This is an optimization exercise on Yosys and OpenROAD, whose aim is small area, not a production implementation. The RTL was checked by simulation tests, not by an equivalence proof against the original design. No activity file was given, so power comes from the tool's default toggle rates.

`standard.sh`:
```
#!/bin/bash
# synth_recipe.tcl (not shown) runs the flow's synth.tcl, then flattens the netlist and writes it again
# the make line also repeats each setting of config.mk as NAME=value (left out here)
make -C /OpenROAD-flow-scripts/flow DESIGN_CONFIG=/design/flow/config.mk WORK_HOME=/design/flow/orfs CLKGATE_MAP_FILE= SYNTH_SCRIPT=/design/flow/synth_recipe.tcl "${@:-finish}"
```
`flow/abc_area_relaxed.script`:
```
&get -n
&st
&dch
&nf -R 1000
&put
```
`constraint.sdc`:
```
create_clock -name core_clock -period 10.0 [get_ports {clk}]
set_input_delay 2.0000 -clock core_clock [delete_from_list [all_inputs] [get_ports {clk}]]
set_output_delay 2.0000 -clock core_clock [all_outputs]
set_load 0.01 [all_outputs]
```
`flow/rf_read_gl.v`:
```
// Gate-level mc_rf_read for the layout: the same AND-OR read multiplexer
// as the RTL, mapped by hand onto three-way AND-OR-invert cells.
//   t[g]  = ~(sel[3g+1]&r[3g+1] | sel[3g+2]&r[3g+2] | sel[3g+3]&r[3g+3]), g = 0..9
//   t[10] = ~(sel[31]&r[31] | sel_x&x)
//   rdata = ~(t0&t1&t2&t3) | ~(t4&t5&t6&t7) | ~(t8&t9&t10)
module mc_rf_read
#(
  parameter int DATA_W = 32
) (
  input  logic [31:1]          sel,
  input  logic [31*DATA_W-1:0] regs,
  input  logic                 sel_x,
  input  logic [DATA_W-1:0]    x,
  output logic [DATA_W-1:0]    rdata
);

  for (genvar b = 0; b < DATA_W; b++) begin : g_bit
    wire [10:0] t;
    wire [2:0]  u;
    for (genvar g = 0; g < 10; g++) begin : g_grp
      sky130_fd_sc_hd__a222oi_1 u_aoi (
        .A1 (sel[3*g+1]), .A2 (regs[(3*g+0)*DATA_W + b]),
        .B1 (sel[3*g+2]), .B2 (regs[(3*g+1)*DATA_W + b]),
        .C1 (sel[3*g+3]), .C2 (regs[(3*g+2)*DATA_W + b]),
        .Y  (t[g])
      );
    end
    sky130_fd_sc_hd__a22oi_1 u_n31 (
      .A1 (sel[31]), .A2 (regs[30*DATA_W + b]),
      .B1 (sel_x),   .B2 (x[b]),
      .Y  (t[10])
    );
    sky130_fd_sc_hd__nand4_1 u_u0 (.A (t[0]), .B (t[1]), .C (t[2]), .D (t[3]), .Y (u[0]));
    sky130_fd_sc_hd__nand4_1 u_u1 (.A (t[4]), .B (t[5]), .C (t[6]), .D (t[7]), .Y (u[1]));
    sky130_fd_sc_hd__nand3_1 u_u2 (.A (t[8]), .B (t[9]), .C (t[10]), .Y (u[2]));
    sky130_fd_sc_hd__or3_1   u_or (.A (u[0]), .B (u[1]), .C (u[2]), .X (rdata[b]));
  end

endmodule
```
`flow/run.sh`:
```
#!/bin/bash
# Own layout flow. It is the standard ORFS flow with four changes:
#  * the register-file read multiplexer (module mc_rf_read, which holds no
#    registers) is taken from flow/rf_read_gl.v, a hand-mapped gate-level
#    version of the same logic; the rest of the design goes through the
#    standard synthesis script (synth_recipe.tcl);
#  * ABC maps with a relaxed delay target (see below);
#  * the port buffers use the smallest buffer cell;
#  * the clock tree is built without dummy loads.
# The standard synthesis of the unmodified design is also run (in std/) and
# its registers (names and cell types) are compared with ours.
# Each tool's output goes to a log of its own in this folder (std_synth.log,
# make.log); ORFS's per-step logs stay under orfs/logs and std/logs.
set -euo pipefail
W=$(pwd)

# design with the gate-level read multiplexer
python3 - "$W" <<'PY'
import re, sys
w = sys.argv[1]
src = open(f"{w}/design.v").read()
gl = open(f"{w}/flow/rf_read_gl.v").read()
new, n = re.subn(r"^module mc_rf_read\b.*?^endmodule\b", lambda m: gl.strip(), src, flags=re.S | re.M)
assert n == 1, "mc_rf_read not found exactly once"
open(f"{w}/design_gl.v", "w").write(new)
cfg = open(f"{w}/config.mk").read()
cfg2 = re.sub(r"^export VERILOG_FILES = .*$", f"export VERILOG_FILES = {w}/design_gl.v", cfg, flags=re.M)
assert cfg2 != cfg
open(f"{w}/config_gl.mk", "w").write(cfg2)
PY

# reference: the standard synthesis
sed -e "s#WORK_HOME=[^ ]*#WORK_HOME=$W/std#" standard.sh > std.sh
bash std.sh synth > std_synth.log 2>&1

# the layout: the synthesis script is synth_recipe.tcl with one change, the
# ABC script (flow/abc_area_relaxed.script: one structural-choice pass and one
# mapping pass in which the mapper may trade delay for area, &nf -R 1000)
{ head -n 1 synth_recipe.tcl
  echo "proc abc {args} { set i [lsearch \$args -script]; if {\$i >= 0} { set args [lreplace \$args [expr {\$i+1}] [expr {\$i+1}] $W/flow/abc_area_relaxed.script] }; yosys abc {*}\$args }"
  tail -n +2 synth_recipe.tcl; } > own_synth.tcl
sed -e "s#DESIGN_CONFIG=[^ ]*#DESIGN_CONFIG=$W/config_gl.mk#" -e "s#SYNTH_SCRIPT=[^ ]*#SYNTH_SCRIPT=$W/own_synth.tcl#" standard.sh > own.sh
export BUFFER_PORTS_ARGS="-buffer_cell sky130_fd_sc_hd__buf_1"
export CTS_ARGS="-sink_clustering_enable -repair_clock_nets -sink_clustering_size 28 -sink_clustering_max_diameter 100 -buf_list sky130_fd_sc_hd__clkbuf_16 -dont_use_dummy_load"
bash own.sh synth > make.log 2>&1

# same registers as the standard synthesis?
python3 - "$W" <<'PY'
import re, sys
w = sys.argv[1]
def flops(p):
    v = open(p).read()
    return sorted((n, c) for c, n in re.findall(r"^\s*(sky130_fd_sc_hd__\w*df\w*)\s+(\S+)\s*\(", v, re.M))
a = flops(f"{w}/std/results/sky130hd/multicycle_datapath/base/1_2_yosys.v")
b = flops(f"{w}/orfs/results/sky130hd/multicycle_datapath/base/1_2_yosys.v")
print("registers:", len(a), len(b), "same" if a == b else "DIFFERENT")
assert a and a == b
PY

bash own.sh finish >> make.log 2>&1
```
`config.mk`:
```
export PLATFORM = sky130hd
export DESIGN_NAME = multicycle_datapath
export DESIGN_NICKNAME = multicycle_datapath
export VERILOG_FILES = /design/flow/design.v
export SDC_FILE = /design/flow/constraint.sdc
export NUM_CORES = 4
export LEC_CHECK = 0
export CAP_MARGIN = 20
export CORE_MARGIN = 2
export CORE_UTILIZATION = 40
export CTS_BUF_LIST = sky130_fd_sc_hd__clkbuf_16
export CTS_CLUSTER_DIAMETER = 100
export CTS_CLUSTER_SIZE = 30
export SLEW_MARGIN = 20
export SYNTH_HIERARCHICAL = 1
```
`design.v`:
```
package multicycle_datapath_pkg;
  localparam logic [5:0] OP_RTYPE = 6'h00;
  localparam logic [5:0] OP_ADDI  = 6'h08;
  localparam logic [5:0] OP_LW    = 6'h23;
  localparam logic [5:0] OP_SW    = 6'h2B;
  localparam logic [5:0] OP_BEQ   = 6'h04;
  localparam logic [5:0] OP_BNE   = 6'h05;
  localparam logic [5:0] FN_ADD = 6'h20;
  localparam logic [5:0] FN_SUB = 6'h22;
  localparam logic [5:0] FN_AND = 6'h24;
  localparam logic [5:0] FN_OR  = 6'h25;
  localparam logic [5:0] FN_SLT = 6'h2A;
  localparam logic [3:0] K_ADD  = 4'b0000;
  localparam logic [3:0] K_ILL  = 4'b0001;
  localparam logic [3:0] K_AND  = 4'b0010;
  localparam logic [3:0] K_OR   = 4'b0011;
  localparam logic [3:0] K_SUB  = 4'b0100;
  localparam logic [3:0] K_SLT  = 4'b0101;
  localparam logic [3:0] K_BEQ  = 4'b0110;
  localparam logic [3:0] K_BNE  = 4'b0111;
  localparam logic [3:0] K_ADDI = 4'b1000;
  localparam logic [3:0] K_LW   = 4'b1001;
  localparam logic [3:0] K_SW   = 4'b1010;
  typedef enum logic [2:0] {
    S_FETCH  = 3'd0,
    S_DECODE = 3'd1,
    S_EXEC   = 3'd2,
    S_MEM    = 3'd3,
    S_WB     = 3'd4
  } state_e;
endpackage
module mc_add
#(
  parameter int N = 32
) (
  input  logic [N-1:0] a,
  input  logic [N-1:0] b,
  input  logic         ci,
  output logic [N-1:0] s,
  output logic         co
);
  localparam int L = (N > 32) ? 6 : (N > 16) ? 5 : (N > 8) ? 4 : (N > 4) ? 3 : (N > 2) ? 2 : 1;
  logic [N-1:0] p;
  logic [N-1:0] g;
  logic [N-1:0] gl [0:L];
  logic [N-1:0] pl [0:L];
  logic [N:0]   c;
  always_comb begin
    p = a ^ b;
    g = a & b;
    gl[0] = g;
    pl[0] = p;
    gl[0][0] = g[0] | (p[0] & ci);
    for (int l = 1; l <= L; l++) begin
      gl[l] = gl[l-1];
      pl[l] = pl[l-1];
      for (int i = 0; i < N; i++)
        if (((i + 1) % (1 << l)) == 0) begin
          gl[l][i] = gl[l-1][i] | (pl[l-1][i] & gl[l-1][i - (1 << (l-1))]);
          pl[l][i] = pl[l-1][i] & pl[l-1][i - (1 << (l-1))];
        end
    end
    c[0] = ci;
    for (int i = 0; i < N; i++) begin
      logic gg;
      int   k;
      gg = 1'b0;
      k  = 0;
      for (int l = L; l >= 0; l--) begin
        if ((((i + 1) >> l) & 1) == 1) begin
          gg = gl[l][k + (1 << l) - 1] | (pl[l][k + (1 << l) - 1] & gg);
          k  = k + (1 << l);
        end
      end
      c[i+1] = gg;
    end
    s  = p ^ c[N-1:0];
    co = c[N];
  end
endmodule
module mc_alu
#(
  parameter int DATA_W = 32
) (
  input  logic [DATA_W-1:0] a,
  input  logic [DATA_W-1:0] b,
  input  logic              sub,
  input  logic              logic_op,
  input  logic              lor,
  input  logic              slt,
  output logic [DATA_W-1:0] result,
  output logic [3:0]        flags
);
  logic [DATA_W-1:0] b_eff;
  logic [DATA_W-1:0] sum;
  logic              carry;
  logic              ovf;
  logic              arith;
  logic [DATA_W-1:0] lres;
  assign b_eff = b ^ {DATA_W{sub}};
  mc_add #(.N(DATA_W)) u_add (
    .a  (a),
    .b  (b_eff),
    .ci (sub),
    .s  (sum),
    .co (carry)
  );
  always_comb begin
    ovf   = (a[DATA_W-1] == b_eff[DATA_W-1]) && (sum[DATA_W-1] != a[DATA_W-1]);
    arith = !logic_op && !slt;
    lres  = (a & b) | (a & {DATA_W{lor}}) | (b & {DATA_W{lor}});
    if (logic_op)   result = lres;
    else if (slt)   result = {{(DATA_W-1){1'b0}}, sum[DATA_W-1] ^ ovf};
    else            result = sum;
    flags = {result[DATA_W-1], (result == '0), arith & carry, arith & ovf};
  end
endmodule
module mc_rf_read
#(
  parameter int DATA_W = 32
) (
  input  logic [31:1]          sel,
  input  logic [31*DATA_W-1:0] regs,
  input  logic                 sel_x,
  input  logic [DATA_W-1:0]    x,
  output logic [DATA_W-1:0]    rdata
);
  always_comb begin
    rdata = x & {DATA_W{sel_x}};
    for (int i = 1; i < 32; i++) rdata = rdata | (regs[(i-1)*DATA_W +: DATA_W] & {DATA_W{sel[i]}});
  end
endmodule
module mc_rf_hold
#(
  parameter int DATA_W = 32
) (
  input  logic [31:1]          en,
  input  logic [31:1]          hold,
  input  logic [DATA_W-1:0]    d,
  input  logic [31*DATA_W-1:0] q,
  output logic [31*DATA_W-1:0] nxt
);
  always_comb begin
    for (int i = 1; i < 32; i++)
      nxt[(i-1)*DATA_W +: DATA_W] = (d & {DATA_W{en[i]}}) | (q[(i-1)*DATA_W +: DATA_W] & {DATA_W{hold[i]}});
  end
endmodule
module mc_sel2
#(
  parameter int W = 32
) (
  input  logic [W-1:0] a,
  input  logic         sa,
  input  logic [W-1:0] b,
  input  logic         sb,
  output logic [W-1:0] y
);
  assign y = (a & {W{sa}}) | (b & {W{sb}});
endmodule
module multicycle_datapath
#(
  parameter int                DATA_W   = 32,
  parameter int                ADDR_W   = 32,
  parameter logic [ADDR_W-1:0] RESET_PC = '0
) (
  input  logic              clk,
  input  logic              reset,
  output logic [ADDR_W-1:0] imem_addr,
  input  logic [31:0]       imem_rdata,
  output logic [ADDR_W-1:0] dmem_addr,
  output logic [DATA_W-1:0] dmem_wdata,
  output logic              dmem_rd,
  output logic              dmem_wr,
  input  logic [DATA_W-1:0] dmem_rdata,
  input  logic              dmem_ready,
  output logic [DATA_W-1:0] Dout,
  output logic [3:0]        flags,
  output logic              illegal
);
  multicycle_datapath_pkg::state_e state;
  logic [ADDR_W-1:2] pc;
  logic [3:0]        kls;        
  logic [4:0]        rs;
  logic [4:0]        rt;
  logic [15:0]       imm16;
  logic [DATA_W-1:0] regs [1:31];
  logic [DATA_W-1:0] a_q;
  logic [DATA_W-1:0] dout_q;
  logic [3:0]        flags_q;
  logic              illegal_q;
  logic st_fetch, st_decode, st_exec, st_mem, st_wb;
  assign st_fetch  = (state == multicycle_datapath_pkg::S_FETCH);
  assign st_decode = (state == multicycle_datapath_pkg::S_DECODE);
  assign st_exec   = (state == multicycle_datapath_pkg::S_EXEC);
  assign st_mem    = (state == multicycle_datapath_pkg::S_MEM);
  assign st_wb     = (state == multicycle_datapath_pkg::S_WB);
  logic [5:0] f_op;
  logic [5:0] f_fn;
  logic [3:0] f_kls;
  assign f_op = imem_rdata[31:26];
  assign f_fn = imem_rdata[5:0];
  always_comb begin
    f_kls = multicycle_datapath_pkg::K_ILL;
    case (f_op)
      multicycle_datapath_pkg::OP_RTYPE: begin
        case (f_fn)
          multicycle_datapath_pkg::FN_ADD: f_kls = multicycle_datapath_pkg::K_ADD;
          multicycle_datapath_pkg::FN_SUB: f_kls = multicycle_datapath_pkg::K_SUB;
          multicycle_datapath_pkg::FN_AND: f_kls = multicycle_datapath_pkg::K_AND;
          multicycle_datapath_pkg::FN_OR:  f_kls = multicycle_datapath_pkg::K_OR;
          multicycle_datapath_pkg::FN_SLT: f_kls = multicycle_datapath_pkg::K_SLT;
          default: ;
        endcase
      end
      multicycle_datapath_pkg::OP_ADDI: f_kls = multicycle_datapath_pkg::K_ADDI;
      multicycle_datapath_pkg::OP_LW:   f_kls = multicycle_datapath_pkg::K_LW;
      multicycle_datapath_pkg::OP_SW:   f_kls = multicycle_datapath_pkg::K_SW;
      multicycle_datapath_pkg::OP_BEQ:  f_kls = multicycle_datapath_pkg::K_BEQ;
      multicycle_datapath_pkg::OP_BNE:  f_kls = multicycle_datapath_pkg::K_BNE;
      default: ;
    endcase
  end
  logic k_imm, k_legal, k_sub, k_logic, k_slt, k_br, k_lw, k_ldst, k_wb;
  assign k_imm   = kls[3];
  assign k_legal = (kls != multicycle_datapath_pkg::K_ILL);
  assign k_sub   = !kls[3] &&  kls[2];
  assign k_logic = !kls[3] && !kls[2] && kls[1];
  assign k_slt   = !kls[3] &&  kls[2] && !kls[1] && kls[0];
  assign k_br    = !kls[3] &&  kls[2] && kls[1];
  assign k_ldst  =  kls[3] && (kls[1] || kls[0]);
  assign k_lw    = kls[0];
  assign k_wb    = (kls[3] && !kls[1] && !kls[0]) || (!kls[3] && k_legal && !k_br);
  logic [4:0]        ra;
  logic              rd_imm;
  logic [31:0]       ra_dec;
  logic [DATA_W-1:0] rdata;
  logic [DATA_W-1:0] imm;
  logic [31*DATA_W-1:0] regs_flat;
  assign ra     = st_decode ? rs : rt;
  assign rd_imm = st_exec && k_imm;
  assign imm    = DATA_W'($signed(imm16));
  always_comb begin
    ra_dec = '0;
    if (!rd_imm) ra_dec[ra] = 1'b1;
  end
  always_comb begin
    for (int i = 1; i < 32; i++) regs_flat[(i-1)*DATA_W +: DATA_W] = regs[i];
  end
  mc_rf_read #(.DATA_W(DATA_W)) u_rf_read (
    .sel   (ra_dec[31:1]),
    .regs  (regs_flat),
    .sel_x (rd_imm),
    .x     (imm),
    .rdata (rdata)
  );
  logic              wr_en;
  logic [4:0]        wa;
  logic [31:0]       wa_dec;
  logic [DATA_W-1:0] wdata;
  logic [31:1]       reg_en;
  logic [31:1]       reg_hold;
  logic [31*DATA_W-1:0] regs_nxt;
  assign wr_en = (st_wb && !(kls[3] && kls[0])) || (st_mem && k_lw && dmem_ready);
  assign wa    = k_imm ? rt : imm16[15:11];
  always_comb begin
    wa_dec = '0;
    wa_dec[wa] = 1'b1;
  end
  assign wdata    = st_mem ? dmem_rdata : dout_q;
  assign reg_en   = {31{!reset}} & (wa_dec[31:1] & {31{wr_en}});
  assign reg_hold = {31{!reset}} & ~(wa_dec[31:1] & {31{wr_en}});
  mc_rf_hold #(.DATA_W(DATA_W)) u_rf_hold (
    .en   (reg_en),
    .hold (reg_hold),
    .d    (wdata),
    .q    (regs_flat),
    .nxt  (regs_nxt)
  );
  always_ff @(posedge clk) begin
    for (int i = 1; i < 32; i++) regs[i] <= regs_nxt[(i-1)*DATA_W +: DATA_W];
  end
  logic [DATA_W-1:0] alu_b;
  logic [DATA_W-1:0] alu_res;
  logic [3:0]        alu_flags;
  assign alu_b = rdata;
  mc_alu #(.DATA_W(DATA_W)) u_alu (
    .a        (a_q),
    .b        (alu_b),
    .sub      (k_sub),
    .logic_op (k_logic),
    .lor      (kls[0]),
    .slt      (k_slt),
    .result   (alu_res),
    .flags    (alu_flags)
  );
  logic [ADDR_W-1:2] pc_inc;
  logic [ADDR_W-1:2] pc_sum;
  logic              branch_taken;
  assign pc_inc = st_fetch ? (ADDR_W-2)'(1) : (ADDR_W-2)'($signed(imm16));
  assign pc_sum = pc + pc_inc;
  assign branch_taken = k_br && (alu_flags[2] != kls[0]);
  assign dmem_rd    = st_mem &&  k_lw;
  assign dmem_wr    = st_mem && !k_lw;
  assign imem_addr  = {pc, RESET_PC[1:0]};
  assign dmem_addr  = ADDR_W'(dout_q);
  assign dmem_wdata = rdata;
  assign Dout       = dout_q;
  assign flags      = flags_q;
  assign illegal    = illegal_q;
  multicycle_datapath_pkg::state_e state_nxt;
  always_comb begin
    state_nxt = multicycle_datapath_pkg::S_FETCH;
    case (state)
      multicycle_datapath_pkg::S_FETCH:  state_nxt = multicycle_datapath_pkg::S_DECODE;
      multicycle_datapath_pkg::S_DECODE: state_nxt = multicycle_datapath_pkg::S_EXEC;
      multicycle_datapath_pkg::S_EXEC: begin
        if (k_ldst)    state_nxt = multicycle_datapath_pkg::S_MEM;
        else if (k_wb) state_nxt = multicycle_datapath_pkg::S_WB;
      end
      multicycle_datapath_pkg::S_MEM: begin
        if (!dmem_ready) state_nxt = multicycle_datapath_pkg::S_MEM;
        else if (k_lw)   state_nxt = multicycle_datapath_pkg::S_WB;
      end
      default: ;
    endcase
  end
  always_ff @(posedge clk) begin
    if (reset) state <= multicycle_datapath_pkg::S_FETCH;
    else       state <= state_nxt;
  end
  always_ff @(posedge clk) begin
    if (st_fetch) begin
      kls   <= f_kls;
      rs    <= imem_rdata[25:21];
      rt    <= imem_rdata[20:16];
      imm16 <= imem_rdata[15:0];
    end
    if (st_decode) a_q <= rdata;
  end
  logic              pc_ld, pc_hd;
  logic              res_ld, res_hd;
  logic [ADDR_W-1:2] pc_nxt;
  logic [DATA_W-1:0] dout_nxt;
  logic [3:0]        flags_nxt;
  assign pc_ld  = !reset && (st_fetch || (st_exec && branch_taken));
  assign pc_hd  = !reset && !(st_fetch || (st_exec && branch_taken));
  assign res_ld = !reset && st_exec && k_legal;
  assign res_hd = !reset && !(st_exec && k_legal);
  mc_sel2 #(.W(ADDR_W-2)) u_pc_nxt (
    .a (pc_sum), .sa (pc_ld), .b (pc), .sb (pc_hd), .y (pc_nxt)
  );
  mc_sel2 #(.W(DATA_W + 4)) u_res_nxt (
    .a  ({alu_flags, alu_res}), .sa (res_ld),
    .b  ({flags_q, dout_q}),    .sb (res_hd),
    .y  ({flags_nxt, dout_nxt})
  );
  always_ff @(posedge clk) begin
    pc      <= (reset ? RESET_PC[ADDR_W-1:2] : '0) | pc_nxt;
    dout_q  <= dout_nxt;
    flags_q <= flags_nxt;
  end
  always_ff @(posedge clk) begin
    if (reset)                  illegal_q <= 1'b0;
    else if (st_exec && !k_legal) illegal_q <= 1'b1;
  end
endmodule
```
==> results.py, run 1 <==
metrics = {
    "critical_path": {
        "crit_type": "flop to flop",
        "arrival_ps": 10080,
        "cp-startpoint": "state[0]$_SDFF_PP0_",
        "ff2ff_setup_slack_ps": 490,
        "crit_path_max_fanout": 30,
        "cp-end-kind": "flop",
        "crit_path_top_delay_cell": "or3_1",
        "critPathLaunchType": "flop",
        "cpMostUsedCell": "buf_4",
        "reg2reg_to": "pc[24]$_DFF_P_",
        "timing.rr.start": "state[0]$_SDFF_PP0_",
        "max_stage_delay_ps": 580,
        "crit_required_ps": 10560,
        "r2r_cells": 37,
    },
    "worst_hold_path": {
        "hp-class": "flop to flop",
        "hp-start": "regs[30][9]$_DFF_P_",
        "hold_path_end": "regs[30][9]$_DFF_P_",
        "min_path_cells": 1,
    },
    "sta": {
        "hold_violations": 0,
        "fmax_mhz": 105.1,
        "skew_ps": 58.22,
        "slew_headroom_pct": 23.73,
        "worst_slew_pin_slew_ps": 1138,
        "fin_crit_ps": 9515,
        "setup_viol": 0,
        "grt_setup_unrepaired": "false",
        "finalSetupTns_ps": 0,
        "period_share_pct": 95.15,
        "final-max-slew-violation-count": 0,
    },
    "route": {
        "drtAntennaViolNets": 0,
        "met3_length_mm": 18.64,
        "drt-met1-wl_mm": 68.07,
        "drt_wl_total_mm": 165.2,
        "drc": 0,
        "wire_per_inst_um": 31.22,
        "viasPerCell": 6.839,
        "routed-wl-met2_mm": 70.45,
        "dr.pass1.iters": 14,
        "via_count": 36179,
        "top_layer": "met5",
        "drtIter0Drc": 5731,
    },
    "status": {
        "status": "finished clean",
    },
    "floorplan": {
        "coreArea_mm2": 0.1050,
        "dieArea_mm2": 0.1081,
        "ios": 202,
        "dieHeight_um": 328.9,
        "die_w_um": 328.9,
        "start_util_pct": 40.21,
        "rows": 119,
    },
    "placed_design": {
        "gp_congestion": 0.9254,
        "place_area_mm2": 0.04646,
        "hpwl_mm": 102.3,
        "dp_cells": 5233,
        "place.port_buffers": 199,
    },
    "yosys": {
        "synth-xor-area-share_pct": 2.096,
        "synthSimpleGateAreaFrac_pct": 5.401,
        "synth_top_family_by_area": "compound AO/OA/AOI/OAI gates",
        "ys_ff_latch": 1124,
        "ys_types": 49,
        "synth-main-ff-cell": "dfxtp_1",
        "synthCells": 3512,
        "ys_seq_area_share_pct": 54.78,
        "synth_edf_count": 62,
        "synth_mux_area_share_pct": 1.094,
        "synth_compound_area_share_pct": 33.27,
        "synth_fa_ha_area_share_pct": 2.413,
        "yosysWarnings": 13,
        "synth-async-reset-ratio_pct": 0,
        "netlist_area_mm2": 0.04221,
        "avgSynthCellArea_um2": 12.02,
    },
    "clock_network": {
        "cts_root_buffer": "clkbuf_16",
        "clk_path_buf_depth": 3,
        "hold_buffers": 0,
        "clk_pin_slew_ps": 110,
        "clock_sinks": 1124,
        "clkLatencyLatePin_ps": 640,
        "htree_levels": 2,
        "cts_buffers": 47,
        "tritoncts": "yes",
    },
    "global_route": {
        "antenna_found_initial": 21,
        "grt-ovfl-total": 0,
        "grt_usage_pct": 29.09,
        "grt_pass1_vias": 33780,
        "grt_max_degree": 53,
        "grt_pass1_wl_mm": 237.4,
    },
    "cells_and_area": {
        "final.fill_count": 9607,
        "drive_gt1_share_pct": 8.603,
        "finalNetCount": 4032,
        "seqCellArea_mm2": 0.02312,
        "multi_input_area_mm2": 0.01944,
        "final_core_util_pct": 45.51,
        "area_delta_synth_final_pct": 13.18,
        "final_cell_count_no_fill": 5290,
        "design_area_mm2": 0.04778,
    },
    "power": {
        "ir_worst_vdd_mv": 0.1356,
        "power_density_mw_per_mm2": 196.5,
        "p_leak_nw": 17.48,
    },
    "run": {
        "drv_cap": 0,
    },
}
## layout make-up
type | instances | share of cell area, %
flip-flops and latches | 1124 | 48.40
multi-input cells | 2318 | 40.70
repair buffers | 369 | 4.489
well taps | 1391 | 3.643
clock buffers | 47 | 2.462
inverters | 36 | 0.2828
diodes | 5 | 0.02619
## worst max-delay path, delay by kind of cell, from the launching register on
| family | cells | cell delay (ps) |
|---|---|---|
| adders and majority gates | 3 | 1030 |
| AOI/OAI and AO/OA | 10 | 2420 |
| xor gates and xnor gates | 4 | 740 |
| DFF | 1 | 410 |
| and+or+nand+nor | 14 | 3250 |
| buffers and inverters | 5 | 1170 |
| muxes | 1 | 410 |
## flip-flops by register name (all words and copies together), names as in the netlist
signal     cells
kls            4
illegal_q      1
a_q           32
regs         992
dout_q        32
pc            30
rt             5
state          3
imm16         16
rs             5
flags_q        4
## synthesized netlist by cell type (all sizes together), types with 3 or more instances
cell | instances | share of area, %
a22oi | 33 | 0.59
nand3 | 49 | 0.58
mux2i | 9 | 0.21
a21oi | 92 | 1.1
nand2b | 12 | 0.18
ha | 51 | 1.5
nor2b | 3 | 0.044
o41ai | 12 | 0.25
nor2 | 95 | 0.84
a31oi | 12 | 0.18
xnor2 | 36 | 0.75
fa | 18 | 0.85
a21o | 5 | 0.089
o21ai | 93 | 1.1
nor4 | 23 | 0.34
nor3 | 26 | 0.31
edfxtp | 62 | 4.4
buf | 35 | 0.62
or4 | 3 | 0.053
o211ai | 6 | 0.11
xor2 | 65 | 1.3
a22o | 1058 | 22
and2 | 19 | 0.28
dfxtp | 1062 | 50
or2 | 3 | 0.044
a222oi | 320 | 7.6
o21a | 5 | 0.089
or3 | 37 | 0.55
mux2 | 33 | 0.88
a41oi | 4 | 0.083
nand2 | 104 | 0.92
nand4 | 67 | 0.99
nor3b | 4 | 0.071
clkinv | 36 | 0.32
## where the power goes
part / internal [mW] / leakage, nW / switching, mW
Combinational: 0.658 / 7.74 / 1.69
Sequential: 4.65 / 9.16 / 0.155
Clock: 0.848 / 0.579 / 1.39
Total: 6.16 / 17.5 / 3.23
## cell usage in the layout (no fill, tap or decap), types with 63 or more instances in the layout
master,count
dfxtp_1,1062
a22o_1,1058
a222oi_1,320
buf_1,198
buf_4,163
nand2_1,104
o21ai_0,93
nand4_1,67
xor2_1,65
a21oi_1,65
nor2_1,63
## per-layer routing
layer  vias up  GRT usage [%]
li1      15577              -
met1     18007          39.12
met2      2228          43.36
met3       349          8.249
met4        18          12.83
met5         -              0
## stage by stage
| step | hold slack [ps] | power (mW) | worst slack (ps) |
|---|---|---|---|
| after global placement | 452.3 | 7.161 | 59.93 |
| after global routing | 492.1 | 9.725 | 10.09 |
| after floorplan | 439.1 | 6.166 | 129.0 |
| final | 478.1 | 9.390 | 485.1 |
| after detailed placement | 453.8 | 7.170 | 177.4 |
| after CTS | 473.5 | 9.348 | 105.5 |
## worst max-delay path by stage
stage                                 to  slack (ps)
after global placement    pc[31]$_DFF_P_          60
final                     pc[24]$_DFF_P_         490
after detailed placement  pc[31]$_DFF_P_         180
after CTS                 pc[24]$_DFF_P_         110
after floorplan           pc[10]$_DFF_P_         130
after global routing      pc[22]$_DFF_P_          10
## cells by family after synthesis
family	after synthesis
buf+inv	71
compound gates	1648
fa+ha+maj	71
simple gates	454
flops	1124
other cells	1
mux	42
xor+xnor	101
## timing repair
item / 4_1_cts / 5_1_grt
gates resized for setup: 0 / 11
hold endpoints to repair: 0 / 0
setup endpoints to repair: 0 / 30
buffers inserted: 0 / 3
==> run 2, diff against run 1 <==
--- a/config.mk
+++ b/config.mk
@@ -12,4 +12,5 @@
 export CTS_CLUSTER_DIAMETER = 100
 export CTS_CLUSTER_SIZE = 30
+export PLACE_DENSITY = 0.8
 export SLEW_MARGIN = 20
 export SYNTH_HIERARCHICAL = 1
==> results.py, run 2 <==
metrics = {
    "cells_and_area": {
        "multi_input_area_mm2": 0.01941,
        "final.fill_count": 9453,
        "drive_gt1_share_pct": 8.290,
        "mostFrequentLayoutCells": "dfxtp_1 (1062), a22o_1 (1058), a222oi_1 (320), buf_1 (198), buf_4 (153)",
        "design_area_mm2": 0.04767,
        "largest_reg_flops": 992,
        "layout_commonest_cell": "dfxtp_1",
        "finalNetCount": 4022,
        "seqCellArea_mm2": 0.02312,
        "largestRegisters": "regs (992), a_q (32), dout_q (32)",
        "area_delta_synth_final_pct": 12.93,
        "top_register": "regs",
    },
    "critical_path": {
        "max_stage_delay_ps": 880,
        "crit_path_max_fanout": 30,
        "r2r_cells": 37,
        "reg2reg_to": "pc[2]$_DFF_P_",
        "cpMostUsedCell": "nand3_1",
        "crit_path_top_delay_cell": "nor2_2",
        "cp-end-kind": "flop",
        "arrival_ps": 10150,
        "crit_required_ps": 10540,
        "ff2ff_setup_slack_ps": 390,
        "timing.rr.start": "state[0]$_SDFF_PP0_",
        "crit_type": "flop to flop",
        "critPathLaunchType": "flop",
    },
    "clock_network": {
        "hold_buffers": 0,
        "cts_buffers": 46,
        "cts_root_buffer": "clkbuf_16",
        "clkLatencyLatePin_ps": 670,
        "clock_sinks": 1124,
        "clk_path_buf_depth": 3,
        "htree_levels": 2,
        "tritoncts": "yes",
        "clk_pin_slew_ps": 110,
    },
    "sta": {
        "fin_crit_ps": 9610,
        "slew_headroom_pct": 22.57,
        "finalSetupTns_ps": 0,
        "final-max-slew-violation-count": 0,
        "skew_ps": 67.43,
        "worst_slew_pin_slew_ps": 1160,
        "fmax_mhz": 104.1,
        "setup_viol": 0,
        "holdWs_ps": 484.3,
        "hold_violations": 0,
        "period_share_pct": 96.10,
    },
    "route": {
        "via_count": 37526,
        "drt_wl_total_mm": 158.7,
        "dr.pass1.iters": 17,
        "drtIter0Drc": 7819,
        "drc": 0,
        "wire_per_inst_um": 30.07,
        "viasPerCell": 7.110,
        "drtAntennaViolNets": 0,
    },
    "yosys": {
        "ys_types": 49,
        "netlist_area_mm2": 0.04221,
        "synth_area_leaders": "dfxtp_1 (50%), a22o_1 (22%), a222oi_1 (7.6%), edfxtp_1 (4.4%), ha_1 (1.5%)",
        "ys_ff_latch": 1124,
        "avgSynthCellArea_um2": 12.02,
        "synthCells": 3512,
        "synth_top_cell_area_share_pct": 50.37,
        "synth_commonest_cells": "dfxtp_1 (1062), a22o_1 (1058), a222oi_1 (320)",
        "ys_seq_area_share_pct": 54.78,
        "synth-async-reset-ratio_pct": 0,
        "yosys.area.top_type": "dfxtp_1",
        "yosysWarnings": 13,
        "synth_edf_count": 62,
        "synth-main-ff-cell": "dfxtp_1",
        "yosysMostFrequentCell": "dfxtp_1",
    },
    "power": {
        "ir_worst_vdd_mv": 0.1904,
        "p_leak_nw": 17.45,
        "total_power_mw": 9.340,
        "power_density_mw_per_mm2": 195.9,
    },
    "global_route": {
        "grt_usage_pct": 27.84,
        "grt_pass1_vias": 35139,
        "gr-usage-met3_pct": 9.594,
        "grt-ovfl-total": 0,
        "antenna_found_initial": 13,
        "busiest_layer": "met2",
        "use_met2_pct": 40.60,
        "grt_max_degree": 52,
        "met1_usage_pct": 36.04,
        "grt_pass1_wl_mm": 231.5,
    },
    "floorplan": {
        "dieHeight_um": 328.9,
        "coreArea_mm2": 0.1050,
        "die_w_um": 328.9,
        "ios": 202,
        "rows": 119,
        "start_util_pct": 40.21,
        "dieArea_mm2": 0.1081,
    },
    "placed_design": {
        "gp_congestion": 0.9690,
        "place_area_mm2": 0.04628,
        "hpwl_mm": 97.39,
        "place.port_buffers": 199,
    },
    "worst_hold_path": {
        "hp-start": "flags_q[3]$_DFF_P_",
        "hold_path_end": "flags_q[3]$_DFF_P_",
        "min_path_cells": 1,
        "hp-class": "flop to flop",
    },
    "run": {
        "drv_cap": 0,
    },
    "status": {
        "status": "finished clean",
    },
}
[run 2: cell types whose count changed in the layout (fill, tap and decap cells not counted), sizes merged]
cell and delta:
clkbuf -1, buf -9, diode -2
[run 2: stage by stage]
step / worst slack, ps / cells / util [%]
floorplan: 129.0 / 3513 / -
global placement: -12.38 / 5220 / 44.06
detailed placement: -328.9 / 5221 / 44.08
CTS: 43.02 / 5267 / 45.20
global route: -9.436 / 5275 / 45.40
finish: 389.6 / 5278 / 45.41
[run 2: cell type report]
class	instances	area share [%]
multi-input cells	2318	40.72
diodes	3	0.01575
flip-flops and latches	1124	48.51
clock buffers	46	2.415
inverters	36	0.2835
repair buffers	360	4.404
well taps	1391	3.651
[run 2: metal layers]
metal,up-vias,routed length (µm),share of wire (%)
met2,3126,66510,42
met1,18265,59110,37
met3,573,23300,15
li1,15548,-,-
met5,-,99,0.062
met4,14,9672,6.1
[run 2: worst max path at each step]
stage                        start             end  slack [ps]  depth (start not counted)
2_1_floorplan  state[0]$_SDFF_PP0_  pc[10]$_DFF_P_         130                         35
5_1_grt        state[0]$_SDFF_PP0_   pc[2]$_DFF_P_          -9                         37
4_1_cts        state[0]$_SDFF_PP0_   pc[2]$_DFF_P_          40                         33
3_3_place_gp   state[0]$_SDFF_PP0_   pc[4]$_DFF_P_         -10                         37
6_report       state[0]$_SDFF_PP0_   pc[2]$_DFF_P_         390                         37
3_5_place_dp   state[0]$_SDFF_PP0_   pc[2]$_DFF_P_        -330                         37
[run 2: cell families (layout without fill, tap and decap cells)]
family	count (synthesis)	count (layout)	synth area share (%)
simple gates	454	454	5.401
flops	1124	1124	54.78
xor+xnor	101	101	2.096
compound gates	1648	1648	33.27
buf+inv	71	442	0.9426
mux	42	42	1.094
other cells	1	5	0.008884
fa+ha+maj	71	71	2.413
[run 2: report_power, final]
part | internal (mW) | switching [mW]
sequential | 4.65 | 0.174
combinational | 0.650 | 1.67
clock | 0.831 | 1.37
total | 6.13 | 3.21
[run 2: critical path: cells and delay by family, from the launching register on]
family                   cells  cell delay [ps]
multiplexers                 1              410
XOR/XNOR                     3              600
flip-flops                   1              400
AO/OA/AOI/OAI                8             2280
buffers and inverters        4              700
AND/OR/NAND/NOR             17             3780
adder cells (fa/ha/maj)      4             1300
[run 2: timing repair]
action                     4_1_cts  5_1_grt
pin swaps                        0        1
buffers inserted                 0        2
resized for setup                3        7
setup endpoints to repair       30       30
==> run 3, diff against run 2 <==
--- a/config.mk
+++ b/config.mk
@@ -12,5 +12,5 @@
 export CTS_CLUSTER_DIAMETER = 100
 export CTS_CLUSTER_SIZE = 30
-export PLACE_DENSITY = 0.8
+export PLACE_DENSITY = 0.9
 export SLEW_MARGIN = 20
 export SYNTH_HIERARCHICAL = 1
==> results.py, run 3 <==
metrics = {
    "worst_hold_path": {
        "hp-start": "flags_q[1]$_DFF_P_",
        "hp-class": "flop to flop",
        "min_path_cells": 1,
        "hold_path_end": "flags_q[1]$_DFF_P_",
    },
    "cells_and_area": {
        "layout_commonest_cell": "dfxtp_1",
        "mostFrequentLayoutCells": "dfxtp_1 (1062), a22o_1 (1058), a222oi_1 (320), buf_1 (198), buf_4 (135)",
        "largestRegisters": "regs (992), a_q (32), dout_q (32)",
        "final_cell_count_no_fill": 5271,
        "largest_reg_flops": 992,
        "finalNetCount": 4008,
        "drive_gt1_share_pct": 7.829,
        "top_register": "regs",
        "area_delta_synth_final_pct": 12.77,
        "final.fill_count": 9161,
    },
    "sta": {
        "worst_slew_pin_slew_ps": 1234,
        "final-max-slew-violation-count": 0,
        "slew_headroom_pct": 17.73,
        "fin_crit_ps": 9619,
        "hold_violations": 0,
        "setup_viol": 0,
        "period_share_pct": 96.19,
        "grt_setup_unrepaired": "false",
        "fmax_mhz": 104.0,
        "skew_ps": 68.66,
        "finalSetupTns_ps": 0,
    },
    "global_route": {
        "grt_pass1_vias": 35653,
        "grt_max_degree": 53,
        "grt-ovfl-total": 0,
        "antenna_found_initial": 24,
        "grt_usage_pct": 27.09,
        "grt_pass1_wl_mm": 227.8,
    },
    "yosys": {
        "avgSynthCellArea_um2": 12.02,
        "ys_seq_area_share_pct": 54.78,
        "ys_ff_latch": 1124,
        "synth-async-reset-ratio_pct": 0,
        "synth-main-ff-cell": "dfxtp_1",
        "synth_commonest_cells": "dfxtp_1 (1062), a22o_1 (1058), a222oi_1 (320)",
        "synth_area_leaders": "dfxtp_1 (50%), a22o_1 (22%), a222oi_1 (7.6%), edfxtp_1 (4.4%), ha_1 (1.5%)",
        "netlist_area_mm2": 0.04221,
        "yosys.area.top_type": "dfxtp_1",
        "yosysMostFrequentCell": "dfxtp_1",
        "synthCells": 3512,
        "ys_types": 49,
        "yosysWarnings": 13,
        "synth_top_cell_area_share_pct": 50.37,
        "synth_edf_count": 62,
    },
    "critical_path": {
        "max_stage_delay_ps": 830,
        "timing.rr.start": "state[0]$_SDFF_PP0_",
        "crit_path_max_fanout": 17,
        "crit_path_top_delay_cell": "nor3_4",
        "crit_type": "flop to flop",
        "cp-end-kind": "flop",
        "cpMostUsedCell": "nand2_1",
        "r2r_cells": 33,
        "reg2reg_to": "pc[6]$_DFF_P_",
        "critPathLaunchType": "flop",
        "crit_required_ps": 10490,
        "critPathTopFamily": "simple AND/OR/NAND/NOR gates",
        "arrival_ps": 10110,
        "ff2ff_setup_slack_ps": 380,
        "crit_buf_inv": 4,
    },
    "power": {
        "p_leak_nw": 17.37,
        "power_density_mw_per_mm2": 196.7,
        "ir_worst_vdd_mv": 0.2498,
    },
    "route": {
        "drtIter0Drc": 8879,
        "via_count": 38373,
        "drc": 0,
        "drt_wl_total_mm": 155.7,
        "dr.pass1.iters": 14,
        "viasPerCell": 7.280,
        "drtAntennaViolNets": 0,
        "wire_per_inst_um": 29.53,
    },
    "placed_design": {
        "gp_congestion": 0.9860,
        "hpwl_mm": 95.59,
        "place.port_buffers": 199,
        "dp_cells": 5203,
    },
    "floorplan": {
        "coreArea_mm2": 0.1050,
        "ios": 202,
        "dieArea_mm2": 0.1081,
        "die_w_um": 328.9,
        "dieHeight_um": 328.9,
        "start_util_pct": 40.21,
        "rows": 119,
    },
    "clock_network": {
        "htree_levels": 2,
        "clk_pin_slew_ps": 120,
        "clock_sinks": 1124,
        "clkLatencyLatePin_ps": 670,
        "cts_buffers": 46,
        "cts_root_buffer": "clkbuf_16",
        "clk_path_buf_depth": 3,
        "tritoncts": "yes",
    },
    "status": {
        "status": "finished clean",
    },
    "run": {
        "drv_cap": 0,
    },
}
## run 3: metal layers
layer / vias to the layer above / track usage [%] / part of all wire (%)
li1: 15532 / - / -
met1: 18539 / 33.82 / 35
met2: 3508 / 38.33 / 41
met3: 764 / 11.43 / 16
met4: 30 / 17.00 / 7.5
met5: - / 0.04437 / 0.15
## run 3: through the flow
| stage | instance area (µm²) | power [mW] | util [%] | hold WS (ps) | worst slack (ps) |
|---|---|---|---|---|---|
| floorplan | 42250 | 6.166 | - | 439.1 | 129.0 |
| global placement | 46100 | 7.023 | 43.92 | 452.3 | 329.5 |
| detailed placement | 46100 | 7.081 | 43.92 | 453.2 | 8.122 |
| CTS | 47260 | 9.163 | 45.02 | 483.1 | 28.92 |
| global route | 47580 | 9.577 | 45.33 | 494.6 | 64.22 |
| finish | 47600 | 9.361 | 45.35 | 480.0 | 381.1 |
## run 3: cells by family (layout without fill, tap and decap cells)
kind of cell	after synthesis	count (layout)	synth area share (%)
other	1	12	0.008884
adder cells (fa/ha/maj)	71	71	2.413
flip-flops	1124	1124	54.78
XOR/XNOR	101	101	2.096
buffers and inverters	71	426	0.9426
AO/OA/AOI/OAI	1648	1648	33.27
multiplexers	42	42	1.094
AND/OR/NAND/NOR	454	456	5.401
## run 3: what timing repair did
| item | in CTS | in global routing |
|---|---|---|
| resized for setup | 1 | 8 |
| endpoints found under the hold margin | 0 | 0 |
| endpoints found under the setup margin | 30 | 30 |
| setup buffers | 0 | 3 |
| hold buffers | 0 | 0 |
| cloned | 0 | 2 |
| pin swaps | 0 | 1 |
## run 3: power breakdown
part	internal, mW	leakage [nW]	total, mW	switching (mW)
registers	4.65	9.16	4.82	0.168
logic	0.650	7.64	2.33	1.68
clock network	0.831	0.567	2.21	1.38
total	6.13	17.4	9.36	3.23
## run 3: area by class of cell
type	instances	area (µm²)	share of cell area, %
antenna	10	25.02	0.05257
clock buffer	46	1151	2.418
inverter	36	135.1	0.2839
multi-input combinational	2320	19410	40.78
sequential	1124	23120	48.58
tap	1391	1740	3.656
timing repair buffer	344	2017	4.237
## run 3: worst max path at each step
stage                              startpoint             end  slack (ps)  cells after the start
after floorplan           state[0]$_SDFF_PP0_  pc[10]$_DFF_P_         130                     35
after global placement    state[0]$_SDFF_PP0_   pc[9]$_DFF_P_         330                     35
after detailed placement  state[0]$_SDFF_PP0_   pc[8]$_DFF_P_           8                     35
after CTS                 state[0]$_SDFF_PP0_  pc[10]$_DFF_P_          30                     35
after global routing      state[0]$_SDFF_PP0_   pc[4]$_DFF_P_          60                     38
final                     state[0]$_SDFF_PP0_   pc[6]$_DFF_P_         380                     33
==> run 4, diff against run 3 <==
--- a/flow/run.sh
+++ b/flow/run.sh
@@ -42,5 +42,5 @@
 sed -e "s#DESIGN_CONFIG=[^ ]*#DESIGN_CONFIG=$W/config_gl.mk#" -e "s#SYNTH_SCRIPT=[^ ]*#SYNTH_SCRIPT=$W/own_synth.tcl#" standard.sh > own.sh
 export BUFFER_PORTS_ARGS="-buffer_cell sky130_fd_sc_hd__buf_1"
-export CTS_ARGS="-sink_clustering_enable -repair_clock_nets -sink_clustering_size 28 -sink_clustering_max_diameter 100 -buf_list sky130_fd_sc_hd__clkbuf_16 -dont_use_dummy_load"
+export CTS_ARGS="-sink_clustering_enable -repair_clock_nets -sink_clustering_size 32 -sink_clustering_max_diameter 80 -buf_list sky130_fd_sc_hd__clkbuf_16 -dont_use_dummy_load"
 bash own.sh synth > make.log 2>&1
 
--- a/config.mk
+++ b/config.mk
@@ -12,5 +12,4 @@
 export CTS_CLUSTER_DIAMETER = 100
 export CTS_CLUSTER_SIZE = 30
-export PLACE_DENSITY = 0.9
 export SLEW_MARGIN = 20
 export SYNTH_HIERARCHICAL = 1
==> results.py, run 4 <==
metrics = {
    "cells_and_area": {
        "largest_reg_flops": 992,
        "mostFrequentLayoutCells": "dfxtp_1 (1062), a22o_1 (1058), a222oi_1 (320), buf_1 (198), buf_4 (161)",
        "area_delta_synth_final_pct": 13.34,
        "drive_gt1_share_pct": 8.624,
        "top_register": "regs",
        "layout_commonest_cell": "dfxtp_1",
        "final_core_util_pct": 45.58,
        "largestRegisters": "regs (992), a_q (32), dout_q (32)",
        "finalNetCount": 4034,
    },
    "clock_network": {
        "cts_buffers": 49,
        "clk_path_buf_depth": 3,
        "clkLatencyLatePin_ps": 660,
        "hold_buffers": 0,
        "clk_pin_slew_ps": 90,
        "cts_root_buffer": "clkbuf_16",
        "clock_sinks": 1124,
        "htree_levels": 2,
        "tritoncts": "yes",
    },
    "critical_path": {
        "cp-startpoint": "state[0]$_SDFF_PP0_",
        "cpMostUsedCell": "buf_4",
        "crit_path_max_fanout": 30,
        "max_stage_delay_ps": 610,
        "critPathLaunchType": "flop",
        "crit_buf_inv": 5,
        "crit_type": "flop to flop",
        "cp-end-kind": "flop",
        "crit_path_top_delay_cell": "or3_1",
        "crit_required_ps": 10510,
        "arrival_ps": 10090,
        "critPathTopFamily": "simple AND/OR/NAND/NOR gates",
        "timing.rr.start": "state[0]$_SDFF_PP0_",
    },
    "sta": {
        "worst_slew_pin_slew_ps": 1162,
        "skew_ps": 59.99,
        "fmax_mhz": 104.4,
        "hold_violations": 0,
        "final-max-slew-violation-count": 0,
        "grt_setup_unrepaired": "false",
        "holdWs_ps": 477.2,
        "fin_crit_ps": 9577,
        "slew_headroom_pct": 22.11,
        "setup_viol": 0,
        "finalSetupTns_ps": 0,
        "period_share_pct": 95.77,
    },
    "worst_hold_path": {
        "hp-start": "flags_q[0]$_DFF_P_",
        "hp-class": "flop to flop",
    },
    "yosys": {
        "synth_fa_ha_area_share_pct": 2.413,
        "synthCells": 3512,
        "yosysMostFrequentCell": "dfxtp_1",
        "yosys.area.top_type": "dfxtp_1",
        "synth-main-ff-cell": "dfxtp_1",
        "synth_area_leaders": "dfxtp_1 (50%), a22o_1 (22%), a222oi_1 (7.6%), edfxtp_1 (4.4%), ha_1 (1.5%)",
        "synth_mux_area_share_pct": 1.094,
        "yosysWarnings": 13,
        "synth_top_family_by_area": "compound AO/OA/AOI/OAI gates",
        "synthSimpleGateAreaFrac_pct": 5.401,
        "avgSynthCellArea_um2": 12.02,
        "ys_ff_latch": 1124,
        "synth_commonest_cells": "dfxtp_1 (1062), a22o_1 (1058), a222oi_1 (320)",
        "synth_compound_area_share_pct": 33.27,
        "synth_edf_count": 62,
        "synth-xor-area-share_pct": 2.096,
        "synth_top_cell_area_share_pct": 50.37,
        "netlist_area_mm2": 0.04221,
        "ys_seq_area_share_pct": 54.78,
        "synth-async-reset-ratio_pct": 0,
        "ys_types": 49,
    },
    "global_route": {
        "grt_pass1_wl_mm": 236.9,
        "gr-usage-met3_pct": 7.652,
        "use_met2_pct": 43.89,
        "antenna_found_initial": 14,
        "grt_usage_pct": 29.05,
        "grt_pass1_vias": 33536,
        "grt-ovfl-total": 0,
        "busiest_layer": "met2",
        "met1_usage_pct": 39.59,
        "grt_max_degree": 53,
    },
    "route": {
        "via_count": 36211,
        "dr.pass1.iters": 13,
        "drtIter0Drc": 5637,
        "drtAntennaViolNets": 0,
        "wire_per_inst_um": 31.16,
        "viasPerCell": 6.844,
        "drt_wl_total_mm": 164.9,
        "drc": 0,
    },
    "floorplan": {
        "dieHeight_um": 328.9,
        "die_w_um": 328.9,
        "ios": 202,
        "dieArea_mm2": 0.1081,
        "rows": 119,
        "coreArea_mm2": 0.1050,
        "start_util_pct": 40.21,
    },
    "power": {
        "ir_worst_vdd_mv": 0.1445,
        "p_leak_nw": 17.51,
        "power_density_mw_per_mm2": 197.3,
    },
    "run": {
        "drv_cap": 0,
    },
    "placed_design": {
        "gp_congestion": 0.9254,
        "place.port_buffers": 199,
        "hpwl_mm": 102.3,
    },
    "status": {
        "status": "finished clean",
    },
}
[run 4: cell counts after synthesis]
Identical to the previous run, type by type.
[run 4: metrics by stage]
stage | power [mW] | instances | area, µm² | setup slack [ps]
6_report | 9.438 | 5291 | 47840 | 423.0
5_1_grt | 9.770 | 5287 | 47830 | 6.207
3_3_place_gp | 7.161 | 5231 | 46400 | 59.93
2_1_floorplan | 6.166 | 3513 | 42250 | 129.0
4_1_cts | 9.388 | 5282 | 47680 | 87.10
3_5_place_dp | 7.170 | 5233 | 46460 | 177.4
[run 4: repair_timing]
item	4_1_cts	5_1_grt
setup buffers	0	3
hold endpoints to repair	0	0
endpoints found under the setup margin	0	30
resized for setup	0	10
[run 4: logic make-up (layout without fill, tap and decap cells)]
family                   after synthesis  count (layout)
AO/OA/AOI/OAI                       1648            1648
flip-flops                          1124            1124
AND/OR/NAND/NOR                      454             454
XOR/XNOR                             101             101
adder cells (fa/ha/maj)               71              71
buffers and inverters                 71             454
multiplexers                          42              42
other                                  1               6
[run 4: final timing paths]
check	endpoint	slack, ps	depth (start not counted)
worst min register to register	flags_q[0]$_DFF_P_	480	1
worst max-delay path	pc[28]$_DFF_P_	420	37
worst min-delay path	flags_q[0]$_DFF_P_	480	1
worst max register to register	pc[28]$_DFF_P_	420	37
[run 4: layer usage]
metal,part of all wire [%],wire length [µm]
met5,0.055,90
met3,12,19250
met1,41,67370
met2,43,70960
met4,4.4,7198
[run 4: final cells by class]
type,instances,area (µm²)
Fill cell,9603,57130
Sequential cell,1124,23120
Multi-Input combinational cell,2318,19440
Timing Repair Buffer,369,2170
Tap cell,1391,1740
Clock buffer,49,1226
Inverter,36,135.1
Antenna cell,4,10.01
[run 4: where the power goes]
group | internal (mW) | switching [mW]
sequential | 4.65 | 0.156
combinational | 0.659 | 1.69
clock | 0.881 | 1.40

-- what the ideal ports hide --
How much do the figures lean on ideal ports? The routed layouts below were timed once more, with nothing changed but the port constraints. Step 1 (the two cells are an assumption about what drives the block):
set clk [get_ports {clk}]
set_driving_cell -lib_cell sky130_fd_sc_hd__clkbuf_16 $clk
set_driving_cell -lib_cell sky130_fd_sc_hd__buf_2 [delete_from_list [all_inputs] $clk]
Step 2 moves the port delays by t, midway between the first and last clock arrival at a register: inputs arrive t later, outputs are due t later. That takes back most of the time a late clock gives input paths. a / b / c = ideal ports / drivers / drivers and shift; a / b = the first two.
run	t, ns	setup WS [ns]	worst slew at a driven data input, ns
run 1	0.683	0.485 / 0.485 / 0.485	0.04
run 2	0.706	0.390 / 0.390 / 0.390	0.07
run 3	0.704	0.381 / 0.381 / 0.381	0.10
run 4	0.706	0.423 / 0.423 / 0.423	0.05
After both steps setup and hold are still met in every run listed.
